Context: an optimization exercise on an open-source flow, tuned for small area, a short achievable clock period and few clock cycles. The choices shown serve that exercise and are no tape-out recipe. In this exercise RTL edits were held to simulation tests only and were not proved equivalent to the original. Power figures rest on the tool's default switching activity, not on a simulated workload.

==> flow/design.v <==
package wlh_pkg;
  localparam int NUM_BINS    = 16;
  localparam int COUNT_WIDTH = 20;
  localparam int LEN_W       = 7;
  localparam int BAR_W       = 7;
  localparam int CHAR_W      = 8;
  localparam int BIN_AW      = (NUM_BINS > 1) ? $clog2(NUM_BINS) : 1;
  localparam int NUM_W       = COUNT_WIDTH + BAR_W;
  localparam int STEP_W      = $clog2(BAR_W);
  localparam logic [LEN_W-1:0]       LEN_MAX   = {LEN_W{1'b1}};
  localparam logic [COUNT_WIDTH-1:0] COUNT_MAX = {COUNT_WIDTH{1'b1}};
  localparam logic [CHAR_W-1:0] CHAR_SPACE   = 8'h20;
  localparam logic [CHAR_W-1:0] CHAR_TAB     = 8'h09;
  localparam logic [CHAR_W-1:0] CHAR_NEWLINE = 8'h0A;
  localparam logic ACT_TEXT   = 1'b0;
  localparam logic ACT_REPORT = 1'b1;
  typedef struct packed {
    logic              action;
    logic [CHAR_W-1:0] char_code;
  } in_item_t;
  typedef struct packed {
    logic [LEN_W-1:0]       word_length;
    logic [COUNT_WIDTH-1:0] word_count;
    logic [BAR_W-1:0]       bar_length;
    logic [COUNT_WIDTH-1:0] overflow_words;
    logic                   last_bin;
  } out_item_t;
endpackage
import wlh_pkg::*;
module word_length_histogram (
  input  logic                     clk,
  input  logic                     rst,
  input  logic                     start,
  input  wlh_pkg::in_item_t        cmd,
  output logic                     busy,
  input  logic                     cfg_wr_en,
  input  logic [wlh_pkg::BAR_W-1:0] cfg_wr_data,
  output logic                     result_strobe,
  output wlh_pkg::out_item_t       result
);
  localparam int SIDE_W = 2;
  localparam int OVS_W  = 3;
  localparam int PKS_W  = 7;
  localparam int DW     = 23;    
  function automatic logic [COUNT_WIDTH-1:0] sat_inc(input logic [COUNT_WIDTH-1:0] v);
    sat_inc = (v == COUNT_MAX) ? COUNT_MAX : v + COUNT_WIDTH'(1);
  endfunction
  function automatic logic [22:0] add23(input logic [22:0] a, input logic [22:0] b,
                                        input logic ci);
    logic [22:0] g, p, gg, pp;
    g  = a & b;
    p  = a ^ b;
    gg = g;
    pp = p;
    gg[0] = g[0] | (p[0] & ci);
    for (int l = 0; l < 5; l++) begin
      for (int i = 0; i < 23; i++) begin
        if (((i >> l) & 1) == 1) begin
          gg[i] = gg[i] | (pp[i] & gg[((i >> l) << l) - 1]);
          pp[i] = pp[i] & pp[((i >> l) << l) - 1];
        end
      end
    end
    add23 = p ^ {gg[21:0], ci};
  endfunction
  logic accept, is_sep;
  logic a_char, a_sep, a_eot;
  logic a_char_n, a_sep_n, a_eot_n;
  assign accept   = start && !busy;
  assign is_sep   = (cmd.char_code == CHAR_SPACE) || (cmd.char_code == CHAR_TAB) ||
                    (cmd.char_code == CHAR_NEWLINE);
  assign a_char_n = accept && cmd.action == ACT_TEXT && !is_sep;
  assign a_sep_n  = accept && cmd.action == ACT_TEXT && is_sep;
  assign a_eot_n  = accept && cmd.action == ACT_REPORT;
  always_ff @(posedge clk) begin
    if (rst) begin
      a_char <= 1'b0;
      a_sep  <= 1'b0;
      a_eot  <= 1'b0;
    end else begin
      a_char <= a_char_n;
      a_sep  <= a_sep_n;
      a_eot  <= a_eot_n;
    end
  end
  logic [BAR_W-1:0]       max_bar_height;
  logic [4:0]             len;           
  logic [COUNT_WIDTH-1:0] ovf;
  logic [OVS_W-1:0]       ovf_side;      
  logic                   ovf_mode;      
  logic [COUNT_WIDTH-1:0] peak;          
  logic [PKS_W-1:0]       pk_side;       
  logic                   pk_up;         
  logic [COUNT_WIDTH-1:0] bin  [NUM_BINS];    
  logic [SIDE_W-1:0]      side [NUM_BINS];
  logic                   wr_pend;
  logic [BIN_AW-1:0]      wr_b;
  logic [COUNT_WIDTH-1:0] rd_data;
  logic [BIN_AW-1:0]      raddr;
  logic                   pend;          
  logic                   st;            
  logic                   rep_on;        
  logic                   clr;           
  logic [4:0]             ld_b;          
  logic                   mg;            
  logic                   mgc;           
  logic [BIN_AW-1:0]      mg_b;          
  logic [SIDE_W-1:0]      mg_side;       
  logic                   cf;            
  logic [4:0]             cb;            
  logic                   dv_run;
  logic [2:0]             step;
  logic [COUNT_WIDTH-1:0] c;
  logic                   cz;            
  logic                   ceq;           
  logic                   cfast;         
  logic [COUNT_WIDTH-1:0] r;             
  logic [BAR_W-1:0]       q;
  logic [4:0]             out_b;         
  logic [COUNT_WIDTH-1:0] w0;            
  logic [COUNT_WIDTH:0]   w1;            
  logic [COUNT_WIDTH+1:0] w2;            
  logic we_bin, we_ovf, side_cls, we_main, fwd, pf, last, start_div, fast;
  logic [COUNT_WIDTH-1:0] rmux;
  assign we_bin    = a_sep && (len != 5'd0) && (len != 5'd17);
  assign we_ovf    = a_sep && (len == 5'd17);
  assign side_cls  = rep_on && (len >= ld_b);
  assign we_main   = we_bin && !side_cls;
  assign fwd       = mg && (len[3:0] == mg_b);
  assign last      = dv_run && (step == 3'd0);
  assign start_div = cf && !dv_run && !cfast;
  assign fast      = cf && !dv_run && cfast;
  assign pf   = rep_on && (clr || (!a_sep && ((!cf && (!dv_run || last)) || fast)));
  assign rmux = bin[raddr];
  logic [COUNT_WIDTH-1:0] wdata;
  logic [COUNT_WIDTH-1:0] inc_val;
  assign inc_val = sat_inc(rd_data);
  assign wdata   = wr_pend ? inc_val : COUNT_WIDTH'(mgc ? '0 : mg_side);
  always_ff @(posedge clk) begin
    for (int b = 0; b < NUM_BINS; b++) begin
      if ((wr_pend && wr_b == BIN_AW'(b)) || (mg && mg_b == BIN_AW'(b))) begin
        bin[b] <= wdata;
      end
    end
  end
  logic side_full;
  always_comb begin
    side_full = 1'b0;
    for (int b = 0; b < NUM_BINS; b++) begin
      if (side[b] == '1 && !(mg && mg_b == BIN_AW'(b))) side_full = 1'b1;
      if (we_bin && side_cls && len[3:0] == BIN_AW'(b) && side[b] == SIDE_W'(2)) side_full = 1'b1;
    end
  end
  always_ff @(posedge clk) begin
    for (int b = 0; b < NUM_BINS; b++) begin
      if (mg && mg_b == BIN_AW'(b)) begin
        side[b] <= '0;
      end else if (we_bin && side_cls && len[3:0] == BIN_AW'(b)) begin
        side[b] <= side[b] + SIDE_W'(1);
      end
    end
  end
  always_ff @(posedge clk) begin
    rd_data <= fwd ? COUNT_WIDTH'(mg_side) : rmux;
    wr_b    <= len[3:0];
  end
  always_ff @(posedge clk) begin
    if (rst) begin
      max_bar_height <= BAR_W'(16);
    end else if (cfg_wr_en) begin
      max_bar_height <= cfg_wr_data;
    end
  end
  logic [4:0] len_n;
  logic [4:0] ld_b_n;
  logic       ovf_end;
  assign ovf_end = result_strobe && out_b[4];
  always_comb begin
    len_n = len;
    if (a_char) begin
      if (len != 5'd17) len_n = len + 5'd1;
    end else if (a_sep || a_eot) begin
      len_n = '0;
    end
  end
  logic [PKS_W-1:0] pk_side_n;
  always_comb begin
    pk_side_n = pk_side;
    if (ovf_mode && wr_pend && rd_data == COUNT_WIDTH'(pk_side)) begin
      pk_side_n = inc_val[PKS_W-1:0];
    end else if (mg && !mgc && PKS_W'(mg_side) > pk_side) begin
      pk_side_n = PKS_W'(mg_side);
    end
  end
  always_ff @(posedge clk) begin
    if (rst) begin
      len      <= '0;
      ovf      <= '0;
      ovf_side <= '0;
      ovf_mode <= 1'b0;
      wr_pend  <= 1'b0;
      raddr    <= BIN_AW'(1);
      peak     <= '0;
      pk_side  <= '0;
      pk_up    <= 1'b0;
    end else begin
      len     <= len_n;
      wr_pend <= we_main;
      raddr   <= a_sep_n ? len_n[3:0] : ld_b_n[3:0];
      if (ovf_end) begin
        ovf      <= COUNT_WIDTH'(ovf_side) + COUNT_WIDTH'(we_ovf);
        ovf_side <= '0;
      end else if (we_ovf) begin
        if (ovf_mode) ovf_side <= ovf_side + OVS_W'(1);
        else          ovf <= sat_inc(ovf);
      end
      if (st) begin
        ovf_mode <= 1'b1;
      end else if (ovf_end) begin
        ovf_mode <= 1'b0;
      end
      pk_up <= !ovf_mode && wr_pend && rd_data == peak;
      if (ovf_end) begin
        peak    <= COUNT_WIDTH'(pk_side_n);
        pk_side <= '0;
      end else begin
        pk_side <= pk_side_n;
        if (pk_up) peak <= sat_inc(peak);
      end
    end
  end
  logic pend_n, rep_on_n, dv_run_n, mg_n, clr_n, cf_n;
  always_comb begin
    pend_n   = (pend && !st) || a_eot;
    rep_on_n = st || (rep_on && !(pf && ld_b == 5'd16));
    clr_n    = clr && !(pf && ld_b == 5'd16);
    mg_n     = pf;
    cf_n     = (pf && !clr) || (cf && !start_div && !fast);
    dv_run_n = start_div || (dv_run && !last);
    if (st) ld_b_n = 5'd1;
    else if (pf) ld_b_n = ld_b + 5'd1;
    else ld_b_n = ld_b;
  end
  always_ff @(posedge clk) begin
    if (rst) begin
      pend          <= 1'b0;
      st            <= 1'b0;
      rep_on        <= 1'b1;
      clr           <= 1'b1;
      ld_b          <= 5'd1;
      mg            <= 1'b0;
      mgc           <= 1'b0;
      cf            <= 1'b0;
      dv_run        <= 1'b0;
      busy          <= 1'b1;
      result_strobe <= 1'b0;
    end else begin
      pend          <= pend_n;
      st            <= pend_n && !rep_on_n && !cf_n && !dv_run_n && !mg_n;
      rep_on        <= rep_on_n;
      clr           <= clr_n;
      mg            <= mg_n;
      mgc           <= pf && clr;
      cf            <= cf_n;
      dv_run        <= dv_run_n;
      busy          <= clr_n || (pf && clr) || side_full || ((a_eot_n || pend_n) &&
                         (rep_on_n || cf_n || dv_run_n || mg_n || (a_eot_n && pend_n)));
      result_strobe <= last || fast;
      ld_b          <= ld_b_n;
    end
  end
  always_ff @(posedge clk) begin
    if (pf) begin
      mg_b    <= ld_b[3:0];
      mg_side <= side[ld_b[3:0]];
    end
    if (pf && !clr) begin
      c     <= rmux;
      cb    <= ld_b;
      cz    <= (rmux == '0);
      ceq   <= (rmux == peak);
      cfast <= (rmux == '0) || (rmux == peak);
    end
  end
  logic [DW-1:0]          da, t0, t1, t2;
  logic [BAR_W-1:0]       qn, qd0, qd1, qd2;
  logic [BAR_W-2:0]       q_inc;
  logic [COUNT_WIDTH-1:0] r01, r2, r_early;
  logic                   hb;            
  logic [DW-1:0]          e1x, e2x;
  logic [COUNT_WIDTH-1:0] hcv;
  logic [COUNT_WIDTH:0]   e1;
  logic [COUNT_WIDTH+1:0] e2;
  function automatic logic [BAR_W-1:0] qfix(input logic [BAR_W-1:0] v);
    if (step == 3'd0 && v == '0) qfix = BAR_W'(1);
    else                         qfix = v;
  endfunction
  always_comb begin
    da = {2'b00, r, 1'b0};
    t0 = add23(da, {3'b000, w0}, 1'b0);
    t1 = add23(da, {{2{w1[COUNT_WIDTH]}}, w1}, 1'b0);
    t2 = add23(da, {w2[COUNT_WIDTH+1], w2}, 1'b0);
    q_inc   = q[BAR_W-2:0] + (BAR_W-1)'(1);
    qd0     = qfix({q[BAR_W-2:0], 1'b0});
    qd1     = qfix({q[BAR_W-2:0], 1'b1});
    qd2     = qfix({q_inc, 1'b0});
    qn      = t2[DW-1] ? (t1[DW-1] ? qd0 : qd1) : qd2;
    r_early = start_div ? (max_bar_height[6] ? c : '0) : c;
    r01     = (start_div || last || fast) ? r_early :
              (t1[DW-1] ? t0[COUNT_WIDTH-1:0] : t1[COUNT_WIDTH-1:0]);
    r2      = (start_div || last || fast) ? r_early : t2[COUNT_WIDTH-1:0];
    hcv   = hb ? c : '0;
    e1x   = add23({3'b000, hcv}, ~{3'b000, peak}, 1'b1);
    e2x   = add23({3'b000, hcv}, ~{2'b00, peak, 1'b0}, 1'b1);
    e1    = e1x[COUNT_WIDTH:0];
    e2    = e2x[COUNT_WIDTH+1:0];
  end
  logic [2:0] step_nx, hb_idx;
  always_comb begin
    if (start_div)   step_nx = 3'd5;
    else if (dv_run) step_nx = step - 3'd1;
    else             step_nx = step;
    hb_idx = (cf_n && !dv_run_n) ? 3'd5 : step_nx - 3'd1;
  end
  always_ff @(posedge clk) begin
    r  <= t2[DW-1] ? r01 : r2;
    w0 <= hcv;
    w1 <= e1;
    w2 <= e2;
    hb <= max_bar_height[hb_idx];
    if (fast) begin
      q     <= cz ? '0 : (max_bar_height == '0) ? BAR_W'(1) : max_bar_height;
      out_b <= cb;
    end else if (start_div) begin
      q     <= '0;
      step  <= 3'd5;
      out_b <= cb;
    end else if (dv_run) begin
      q     <= qn;
      step  <= step - 3'd1;
    end
  end
  assign result.word_length    = LEN_W'(out_b);
  assign result.word_count     = r;
  assign result.bar_length     = q;
  assign result.overflow_words = ovf;
  assign result.last_bin       = out_b[4];
endmodule
==> flow/flow/run.sh <==
#!/bin/bash
# Standard layout, with two changes to how it is made: the port buffers are
# buf_4 cells instead of the default pick, and timing repair may resize a
# cell into any footprint. Everything else is the standard.sh.
set -euo pipefail
bash standard.sh MATCH_CELL_FOOTPRINT=0 "BUFFER_PORTS_ARGS=-buffer_cell sky130_fd_sc_hd__buf_4" finish > standard_flow.log 2>&1
==> flow/standard.sh <==
#!/bin/bash
# synth_recipe.tcl (not shown) runs the flow's synth.tcl, then flattens the netlist and writes it again
# the make line also repeats each setting of config.mk as NAME=value (left out here)
make -C /OpenROAD-flow-scripts/flow DESIGN_CONFIG=/design/flow/config.mk WORK_HOME=/design/flow/orfs CLKGATE_MAP_FILE= SYNTH_SCRIPT=/design/flow/synth_recipe.tcl "${@:-finish}"
==> flow/config.mk <==
export PLATFORM = sky130hd
export DESIGN_NAME = word_length_histogram
export DESIGN_NICKNAME = word_length_histogram
export VERILOG_FILES = /design/flow/design.v
export SDC_FILE = /design/flow/constraint.sdc
export NUM_CORES = 4
export LEC_CHECK = 0
export ABC_AREA = 1
export CAP_MARGIN = 20
export CORE_MARGIN = 2
export CORE_UTILIZATION = 55
export CTS_CLUSTER_DIAMETER = 100
export CTS_CLUSTER_SIZE = 20
export PLACE_DENSITY = 0.8
export SETUP_SLACK_MARGIN = 4.3
export SLEW_MARGIN = 20
export TNS_END_PERCENT = 5
==> flow/constraint.sdc <==
create_clock -name core_clock -period 7.0 [get_ports {clk}]
set_input_delay 1.4000 -clock core_clock [delete_from_list [all_inputs] [get_ports {clk}]]
set_output_delay 1.4000 -clock core_clock [all_outputs]
set_load 0.01 [all_outputs]
==> qor.txt, run 1 <==
status: no timing/DRC/antenna violations
fraction of registers with async set/reset: 0%
global route total overflow: 0
Antenna diodes: 0
clock skew: 33.6 ps
CP peak stage delay: 610 ps
Total Routed Length: 83600 µm
Avg Cell Area, Syn: 8.50 µm²
largest net degree at the start of global routing: 50
Synth Register Bits: 594
Leak: 0.0152 µW
yosys warns: 3
Syn Std Cell Area: 30600 µm²
worst slew pin tran: 1120 ps
area of the multi-input gates: 13600 µm²
DR pass1 iterations: 6
Clock Latency Late Sink: 600 ps
final cell count without fillers: 4475
cts bufs inserted: 35
grt met2 use: 46.2%
Top FF cell, synth: edfxtp_1
Worst-path clk slew: 90 ps
Slew Limit Headroom: 25.5%
combinational family with the most area after synthesis: simple AND/OR/NAND/NOR gates
Total Nets Final: 3895
DP HPWL: 57000 µm
Post-Synth Simple-Gate Area: 24.9%
Mapped Cells: 3601
vias: 25300
initial antenna violation count: 0
Chip Height: 240 µm
# rows: 86
proportion of synthesized chip area in sequential cells: 50.9%
Synth area leaders: edfxtp_1 36%, dfxtp_1 15%, nand2_1 13%
top-count cell post-synth: nand2_1
class of the worst hold path: flip-flop to flip-flop
Wirelength per Cell: 18.7 µm
FILL cells: 4522
Total GRT Usage: 28.4%
Final Wtd Congestion: 0.932
io pins: 77
share of cells above drive strength 1: 8.53%
CTS tree: done
vias in the first global route: 23200
worst endpoint required time: 5600 ps
die area: 57500 µm²
Worst setup EP type: output port
Die Wd: 240 µm
setup TNS: 0 ps
remaining antenna violation count: 0
dominant cell type by area after synthesis: edfxtp_1
Final Critical Period: 2810 ps
crit-path max FO: 7
met3 global-route usage: 4.29%
Area Growth Syn to Fin: 11.0%
Initial DRC Count: 2653
Port Buffers: 74
sequential cell area: 15600 µm²
arrival time worst endpoint: 1410 ps
DRC: 0
hold bufs inserted after CTS: 0
DP Cell Count: 4383
most frequent cells after synthesis: 1064 x nand2_1, 418 x inv_1, 368 x edfxtp_1
critical-path cell list: buf_4
CTS H-Tree Depth: 2
Post-Synth XOR/XNOR Area: 3.18%
Sink Count: 594
M1 GR Usage: 38.2%
clk buf depth: 3
Setup violations, final: 0
f_max: 356 MHz
compound-gate portion of the synthesized area: 7.06%
number of synthesized flops with an enable pin: 368
WP buf/inv: 1
adder-cell share of the synthesized area: 7.67%
busiest grt layer: met2
RSZ-0062 raised after global routing: yes
power per standard cell area: 303 nW/µm²
Worst path top cell family by delay: flip-flops
slowest CP cell: dfxtp_1
Max VDD drop: 289 µV
first-pass GRT wire length: 126000 µm
unique cell type count in the Yosys netlist: 56
DR vias/cell: 5.65
crit start category: flip-flop
final hold vios: 0
Root Driver: clkbuf_16
Setup CP Type: flip-flop to output port
mux cell area share after synthesis: 0%
Final Util: 61.7%
starting density of the core: 55.5%
CORE AREA: 55100 µm²
max_cap viols: 0
top cell type's share of synthesized area: 36.1%
Max Slew Vio Count: 0
final worst-path cycle share: 40.1%
-- final timing paths --
check,from,end,slack (ps),cells past startpoint
setup / recovery,r[15]$_DFF_P_,result[43],4190,1
hold / removal,cb[3]$_DFFE_PP_,out_b[3]$_DFFE_PP_,420,0
setup reg to reg,rd_data[0]$_DFF_P_,bin[14][3]$_DFFE_PP_,4270,11
hold reg to reg,cb[3]$_DFFE_PP_,out_b[3]$_DFFE_PP_,420,0
-- placed cells by master (no fill, tap or decap), drive strengths merged, types with 72 or more instances in the layout --
master,instances
buf,134
xor2,72
nor2,364
nand2,1066
o21ai,99
dfxtp,226
a21oi,161
inv,416
edfxtp,368
ha,154
nand3,268
-- report_power, final --
part,switching (µW),leakage (µW),internal [µW]
Clock,1190,0.000503,1000
Sequential,274,0.00523,4040
Combinational,2320,0.00950,1480
-- cells by family (layout without fill, tap and decap cells) --
family,after synthesis,in the layout
buf+inv,503,628
other cells,1,2
compound gates,378,378
fa+ha+maj,175,175
flops,594,594
xor+xnor,111,111
simple gates,1839,1839
-- worst register-to-register path: cells and delay by family, from the launching register on --
| family | cells | cell delay (ps) |
|---|---|---|
| flip-flops | 1 | 450 |
| adder cells (fa/ha/maj) | 1 | 220 |
| buffers and inverters | 1 | 200 |
| AND/OR/NAND/NOR | 9 | 1620 |
-- state kept, by name, summed over array words and instances, names as in the netlist, 7 cells and up --
name and cells:
bin 320, c 20, max_bar_height 7, ovf 20, peak 20, pk_side 7
q 7, r 20, rd_data 20, side 32, w0 19, w1 21
w2 22
-- stage by stage --
stage          instance area (µm²)  hold slack, ps  setup WS [ps]  total power, µW
2_1_floorplan                30600             400           4250             6900
3_3_place_gp                 32200             401           3680             7760
6_report                     34000             423           4190            10300
4_1_cts                      33400             425           4050            10000
3_5_place_dp                 32200             405           3640             7860
5_1_grt                      34000             442           4030            10900
-- repair_timing --
item	CTS	global route
pin swaps	3	11
endpoints found under the setup margin	273	444
gates cloned	1	1
setup buffers	4	22
gates resized for setup	24	105
-- per-layer routing --
| layer | vias up | share of wire [%] |
|---|---|---|
| li1 | 12100 | - |
| met1 | 11700 | 40 |
| met2 | 1269 | 46 |
| met3 | 217 | 10 |
| met4 | 0 | 4.0 |
| met5 | - | 0 |
-- final cells by class --
cell class | instances | share of cell area [%]
repair inverters | 2 | 0.0368
multi-input cells | 2505 | 40.1
repair buffers | 134 | 3.23
flip-flops and latches | 594 | 45.9
clock buffers | 61 | 2.96
well taps | 748 | 2.75
inverters | 428 | 4.81
clock inverters | 3 | 0.155
Testbench counts, summed over its fixed seeds: cycles 35,346.
==> run 2: changes to the inputs <==
--- a/flow/config.mk
+++ b/flow/config.mk
@@ -12,6 +12,6 @@
 export CTS_CLUSTER_DIAMETER = 100
 export CTS_CLUSTER_SIZE = 20
 export PLACE_DENSITY = 0.8
-export SETUP_SLACK_MARGIN = 4.3
+export SETUP_SLACK_MARGIN = 4.5
 export SLEW_MARGIN = 20
 export TNS_END_PERCENT = 5
==> qor.txt, run 2 <==
Largest regs: bin: 320 flops, side: 32 flops, w2: 22 flops
internal power: 6750 µW (+3.6%)
Top FF cell, synth: edfxtp_1
final hold vios: 0 (unchanged)
critical-path cell list: buf_4
Worst-path clk slew: 100 ps (about the same)
Sink Count: 594 (unchanged)
Synth area leaders: edfxtp_1 36%, dfxtp_1 15%, nand2_1 13%
class of the worst hold path: flip-flop to flip-flop
top-count cell post-synth: nand2_1
Antenna diodes: 0 (unchanged)
unique cell type count in the Yosys netlist: 56 (unchanged)
yosys warns: 3 (unchanged)
combinational power share: 39.4% (+2.5 points)
crit-path max FO: 4 (-3)
CTS tree: done
Leak: 0.0157 µW (+3.1%)
max reg flops: 320 (unchanged)
global route total overflow: 0 (unchanged)
share of cells above drive strength 1: 12.6% (+4.0 points)
CORE AREA: 55100 µm² (unchanged)
cell area after layout: 35100 µm² (+3.4%)
Synth Register Bits: 594 (unchanged)
Area Growth Syn to Fin: 14.8%
WP buf/inv: 1 (unchanged)
number of synthesized flops with an enable pin: 368 (unchanged)
Syn Std Cell Area: 30600 µm² (unchanged)
setup TNS: 0 ps (unchanged)
top cell type's share of synthesized area: 36.1% (unchanged)
worst endpoint required time: 5600 ps (about the same)
worst r2r dst: bin[0][1]$_DFFE_PP_
die area: 57500 µm² (unchanged)
CTS H-Tree Depth: 2 (unchanged)
Total Nets Final: 3964 (+1.8%)
Setup violations, final: 0 (unchanged)
f_max: 376 MHz (+5.5%)
Worst path top cell family by delay: flip-flops
min-delay src: len[0]$_SDFF_PP0_
Avg Cell Area, Syn: 8.50 µm² (unchanged)
Total Routed Length: 87200 µm (+4.3%)
DP Area: 32200 µm² (unchanged)
hold endpoint: wr_b[0]$_DFF_P_
final worst-path cycle share: 38.0% (-2.1 points)
Die Wd: 240 µm (unchanged)
Root Driver: clkbuf_16
most frequent cells after synthesis: 1064 x nand2_1, 418 x inv_1, 368 x edfxtp_1
Post-Place Setup Slack: 3640 ps (unchanged)
cts bufs inserted: 35 (unchanged)
Worst setup EP type: output port
Hold Path Stages: 0 (unchanged)
Slew Limit Headroom: 25.8% (+0.34 points)
Final Wtd Congestion: 0.932 (unchanged)
status: no timing/DRC/antenna violations
DRC: 0 (unchanged)
Max VDD drop: 293 µV (+1.5%)
io pins: 77 (unchanged)
largest net degree at the start of global routing: 50 (unchanged)
clk buf depth: 3 (unchanged)
starting density of the core: 55.5% (unchanged)
initial antenna violation count: 0 (unchanged)
remaining antenna violation count: 0 (unchanged)
R2R depth: 2 (-9)
hold bufs inserted after CTS: 0 (unchanged)
Mapped Cells: 3601 (unchanged)
clock skew: 34.2 ps (+0.573 ps)
vias in the first global route: 23400 (+0.74%)
Sequential Power Share: 40.2% (-1.7 points)
arrival time worst endpoint: 1260 ps (-150 ps)
Final Critical Period: 2660 ps (-147 ps)
leading cell types in the layout, fill and taps excluded: 1026 x nand2_1, 404 x inv_1, 368 x edfxtp_1, 313 x nor2_1, 257 x nand3_1
FF-to-FF Start: wr_pend$_SDFF_PP0_
r2r setup slk: 4420 ps (+150 ps)
Clock Latency Late Sink: 610 ps (about the same)
crit start category: flip-flop
Total GRT Usage: 28.6% (+0.19 points)
DR vias/cell: 5.73 (+1.4%)
slowest CP cell: dfxtp_1
CP peak stage delay: 480 ps (-130 ps)
# rows: 86 (unchanged)
register bank with the most flops: bin
max_cap viols: 0 (unchanged)
clock share of power: 20.4% (-0.9 points)
DR pass1 iterations: 9 (+3)
Max Slew Vio Count: 0 (unchanged)
Chip Height: 240 µm (unchanged)
worst slew pin tran: 1110 ps (-5.10 ps)
dominant cell type by area after synthesis: edfxtp_1
Setup CP Type: flip-flop to output port
Switching Share: 37.4% (+0.63 points)
Port Buffers: 74 (unchanged)
DP HPWL: 57000 µm (unchanged)
first-pass GRT wire length: 127000 µm (+0.66%)
post-route setup slack: 4340 ps (+147 ps)
fraction of registers with async set/reset: 0% (unchanged)
Initial DRC Count: 2817 (+6.2%)
Sw Pwr: 4030 µW (+6.4%)
vias: 26000 (+3.0%)
Wirelength per Cell: 19.2 µm (+2.7%)
proportion of synthesized chip area in sequential cells: 50.9% (unchanged)
power per standard cell area: 307 nW/µm² (+1.2%)
RSZ-0062 raised after global routing: yes
commonest non-fill, non-tap cell in the layout: nand2_1
## run 2: cell families (layout without fill, tap and decap cells)
kind of cell    count (synthesis)  count (layout)  synth area share [%]
other cells                     1               2                0.0123
flops                         594             594                  50.9
compound gates                378             378                  7.06
xor+xnor                      111             111                  3.18
buf+inv                       503             696                  6.32
simple gates                 1839            1840                  24.9
fa+ha+maj                     175             175                  7.67
## run 2: metrics by stage
step                      utilization (%)  hold slack, ps  total power (µW)  cells
final                                63.8             403             10800   4544
after global routing                 63.8             414             11300   4544
after CTS                            61.1             425             10100   4463
after detailed placement             58.5             405              7860   4383
after global placement               58.4             401              7760   4382
after floorplan                         -             400              6900   3602
## run 2: worst max path at each step
stage,startpoint,endpoint,slack [ps],cells past startpoint
final,r[19]$_DFF_P_,result[47],4340,1
after global routing,c[0]$_DFFE_PP_,w1[16]$_DFF_P_,4300,17
after CTS,r[3]$_DFF_P_,result[31],4280,1
after detailed placement,dv_run$_SDFF_PP0_,c[12]$_DFFE_PP_,3640,7
after global placement,rst,peak[16]$_SDFFE_PP0P_,3680,4
after floorplan,wr_pend$_SDFF_PP0_,bin[0][0]$_DFFE_PP_,4250,3
## run 2: layout make-up
cell class,instances,area [µm²]
Inverter,428,1650
Clock buffer,61,1000
Timing Repair inverter,2,12.5
Clock inverter,3,52.6
Multi-Input combinational cell,2506,14000
Fill cell,4309,20000
Timing Repair Buffer,202,1830
Tap cell,748,936
Sequential cell,594,15600
## run 2: power by group through the flow
| stage | registers [µW] | clock network (µW) | logic [µW] |
|---|---|---|---|
| after floorplan | 4310 | 0 | 2590 |
| after detailed placement | 4380 | 0 | 3470 |
| final | 4330 | 2200 | 4240 |
| after CTS | 4300 | 2190 | 3630 |
| after global routing | 4360 | 2310 | 4650 |
| after global placement | 4370 | 0 | 3390 |
## run 2: worst reg2reg max path, stage by stage, from the launching register on
cell     delay (ps)
dfxtp_1         740
nand3_1         460
o31ai_4         980
## run 2: metal layers
metal	GRT usage [%]	part of all wire, %
met3	4.66	11
met4	11.8	4.2
met2	46.5	46
met1	38.1	39
met5	0	0
## run 2: timing repair
item                       CTS  global route
setup endpoints to repair  547           615
pin swaps                    6            64
gates cloned                 1             6
hold endpoints to repair     0             0
setup buffers               15            75
resized for setup           64           200
==> run 3: changes to the inputs <==
--- a/flow/config.mk
+++ b/flow/config.mk
@@ -8,10 +8,10 @@
 export ABC_AREA = 1
 export CAP_MARGIN = 20
 export CORE_MARGIN = 2
-export CORE_UTILIZATION = 55
+export CORE_UTILIZATION = 60
 export CTS_CLUSTER_DIAMETER = 100
 export CTS_CLUSTER_SIZE = 20
-export PLACE_DENSITY = 0.8
+export PLACE_DENSITY = 0.85
 export SETUP_SLACK_MARGIN = 4.5
 export SLEW_MARGIN = 20
 export TNS_END_PERCENT = 5
==> qor.txt, run 3 <==
status: no timing/DRC/antenna violations
leading cell types in the layout, fill and taps excluded: 1035 x nand2_1, 403 x inv_1, 368 x edfxtp_1, 305 x nor2_1, 260 x nand3_1
top-count cell post-synth: nand2_1
Initial DRC Count: 3606 (+28%)
Die Wd: 230 µm (-4.2%)
Chip Height: 230 µm (-4.2%)
# rows: 82 (-4.7%)
Clock Latency Late Sink: 620 ps (about the same)
max reg flops: 320 (unchanged)
Max Slew Vio Count: 0 (unchanged)
final hold vios: 0 (unchanged)
crit start category: flip-flop
Post-Place Setup Slack: 3640 ps (+1.58 ps)
Fin Hold WS: 425 ps (+22.1 ps)
CORE AREA: 50300 µm² (-8.7%)
cts bufs inserted: 35 (unchanged)
Worst-path clk slew: 90 ps (about the same)
r2r setup slk: 4230 ps (-190 ps)
class of the worst hold path: flip-flop to flip-flop
arrival time worst endpoint: 3240 ps (+1980 ps)
yosys warns: 3 (unchanged)
starting density of the core: 60.9% (+5.3 points)
share of cells above drive strength 1: 12.2% (-0.39 points)
die area: 52800 µm² (-8.2%)
Worst setup EP type: flip-flop
power per standard cell area: 299 nW/µm² (-2.5%)
Slew Limit Headroom: 20.5% (-5.4 points)
first-pass GRT wire length: 131000 µm (+3.1%)
DR pass1 iterations: 8 (-1)
global route total overflow: 0 (unchanged)
crit-path max FO: 5 (+1)
Root Driver: clkbuf_16
number of synthesized flops with an enable pin: 368 (unchanged)
Top FF cell, synth: edfxtp_1
mux cell area share after synthesis: 0% (unchanged)
Synth area leaders: edfxtp_1 36%, dfxtp_1 15%, nand2_1 13%
dominant cell type by area after synthesis: edfxtp_1
DP HPWL: 57400 µm (+0.77%)
compound-gate portion of the synthesized area: 7.06% (unchanged)
Sink Count: 594 (unchanged)
Largest regs: bin: 320 flops, side: 32 flops, w2: 22 flops
Final Util: 69.7% (+5.9 points)
Port Buffers: 74 (unchanged)
clock skew: 36.4 ps (+2.22 ps)
Worst setup endpoint: cfast$_DFFE_PP_
worst r2r dst: cfast$_DFFE_PP_
register bank with the most flops: bin
remaining antenna violation count: 0 (unchanged)
Post-Synth Simple-Gate Area: 24.9% (unchanged)
RSZ-0062 raised after global routing: yes
post-route setup slack: 4230 ps (-105 ps)
initial antenna violation count: 2 (+2)
Area Growth Syn to Fin: 14.5%
fraction of registers with async set/reset: 0% (unchanged)
DRC: 0 (unchanged)
top cell type's share of synthesized area: 36.1% (unchanged)
area of the multi-input gates: 14000 µm² (+0.13%)
Max VDD drop: 181 µV (-38%)
Total GRT Usage: 31.7% (+3.1 points)
clk buf depth: 3 (unchanged)
FILL cells: 3542 (-18%)
unique cell type count in the Yosys netlist: 56 (unchanged)
adder-cell share of the synthesized area: 7.67% (unchanged)
commonest non-fill, non-tap cell in the layout: nand2_1
Antenna diodes: 0 (unchanged)
vias in the first global route: 24500 (+4.7%)
Final Wtd Congestion: 0.984 (+5.5%)
worst slew pin tran: 1190 ps (+75.8 ps)
Setup CP Type: flip-flop to flip-flop
cell area after layout: 35100 µm² (-0.24%)
Leak: 0.0157 µW (+0.18%)
io pins: 77 (unchanged)
f_max: 362 MHz (-3.8%)
DR vias/cell: 5.97 (+4.3%)
DP Area: 32100 µm² (-0.51%)
sequential cell area: 15600 µm² (-0.14%)
worst endpoint required time: 7470 ps (+1870 ps)
Total Routed Length: 91100 µm (+4.5%)
Syn Std Cell Area: 30600 µm² (unchanged)
R2R depth: 13 (+11)
Mapped Cells: 3601 (unchanged)
most frequent cells after synthesis: 1064 x nand2_1, 418 x inv_1, 368 x edfxtp_1
final worst-path cycle share: 39.5% (+1.5 points)
Setup crit start: raddr[0]$_SDFF_PP1_
CTS tree: done
CTS H-Tree Depth: 2 (unchanged)
Avg Cell Area, Syn: 8.50 µm² (unchanged)
Final Critical Period: 2770 ps (+105 ps)
max_cap viols: 0 (unchanged)
setup TNS: 0 ps (unchanged)
FF-to-FF Start: raddr[0]$_SDFF_PP1_
combinational family with the most area after synthesis: simple AND/OR/NAND/NOR gates
proportion of synthesized chip area in sequential cells: 50.9% (unchanged)
Post-Synth XOR/XNOR Area: 3.18% (unchanged)
largest net degree at the start of global routing: 50 (unchanged)
Setup violations, final: 0 (unchanged)
vias: 26700 (+2.5%)
Wirelength per Cell: 20.4 µm (+6.4%)
Total Nets Final: 3970 (+0.15%)
Synth Register Bits: 594 (unchanged)
[run 3: worst min path at each step]
stage | startpoint | end | cells past startpoint
finish | cb[4]$_DFFE_PP_ | out_b[4]$_DFFE_PP_ | 0
global route | len[1]$_SDFF_PP0_ | wr_b[1]$_DFF_P_ | 0
CTS | cb[4]$_DFFE_PP_ | out_b[4]$_DFFE_PP_ | 0
detailed placement | cb[4]$_DFFE_PP_ | out_b[4]$_DFFE_PP_ | 0
global placement | cb[0]$_DFFE_PP_ | out_b[0]$_DFFE_PP_ | 0
floorplan | cb[0]$_DFFE_PP_ | out_b[0]$_DFFE_PP_ | 0
[run 3: metal layers]
layer	part of all wire (%)	GRT usage (%)
met1	35	40.0
met2	47	52.8
met3	11	5.47
met4	6.6	15.8
met5	0.013	0
[run 3: metrics by stage]
stage	cells	power, µW
3_5_place_dp	4297	7810
3_3_place_gp	4296	7660
5_1_grt	4465	11000
6_report	4465	10500
2_1_floorplan	3602	6900
4_1_cts	4394	10000
[run 3: cell families (layout without fill, tap and decap cells)]
group,count (synthesis),in the layout
AO/OA/AOI/OAI,378,378
XOR/XNOR,111,111
adder cells (fa/ha/maj),175,175
buffers and inverters,503,692
flip-flops,594,594
other,1,2
AND/OR/NAND/NOR,1839,1841
[run 3: critical path: stages (launching register included)]
cell and delay, ps:
dfxtp_4 450, clkinvlp_4 210, buf_4 180, o211ai_1 410, nand3_1 370, nor2_1 240, nand2_1 160, nand3_1 100
nand2_1 50, nor2_1 120, nand2_1 90, nor2_1 100, nand3_1 80, nand2_1 70
[run 3: area by class of cell]
class	instances	area share [%]
sequential	594	44.6
multi-input combinational	2507	40.0
timing repair buffer	207	5.44
inverter	428	4.71
clock buffer	52	2.74
tap	672	2.40
clock inverter	3	0.0964
timing repair inverter	2	0.0357
[run 3: what timing repair did]
action / CTS / global route
hold buffers: 0 / 0
setup buffers: 40 / 66
pin swaps: 15 / 42
gates cloned: 2 / 4
gates resized for setup: 117 / 128
endpoints found under the setup margin: 627 / 650
[run 3: power breakdown]
part	internal (µW)	switching, µW	leakage (µW)
logic	1590	2420	0.0100
registers	4040	283	0.00523
clock network	964	1190	0.000478

[port drivers added, routing unchanged]
How much do the figures lean on ideal ports? The routed layouts below were timed once more, with nothing changed but the port constraints. Step 1: set_driving_cell puts a clkbuf_16 on clk and a buf_2 on each other input, an assumption about the parent block. Step 2, shift: input delay + t, output delay - t, t = (earliest + latest rising clock arrival at the registers) / 2. This alone moves slack from input paths to output paths. a / b / c = ideal ports / drivers / drivers and shift; a / b = the first two.
run	shift t [ns]	setup slack, ns	worst setup path at the end	clock arrival spread, ns	pins driven straight from the clock port
run 1	0.645	4.192 / 4.132 / 3.782	input to register	0.037 / 0.037	1
run 2	0.649	4.339 / 4.278 / 3.902	input to register	0.035 / 0.034	1
run 3	0.660	4.234 / 4.234 / 3.728	input to register	0.041 / 0.042	1
After both steps every run listed still meets setup and hold. The setup slack of run 3, which loses most, moves by 0.000 ns with the drivers and by -0.506 ns with both steps.
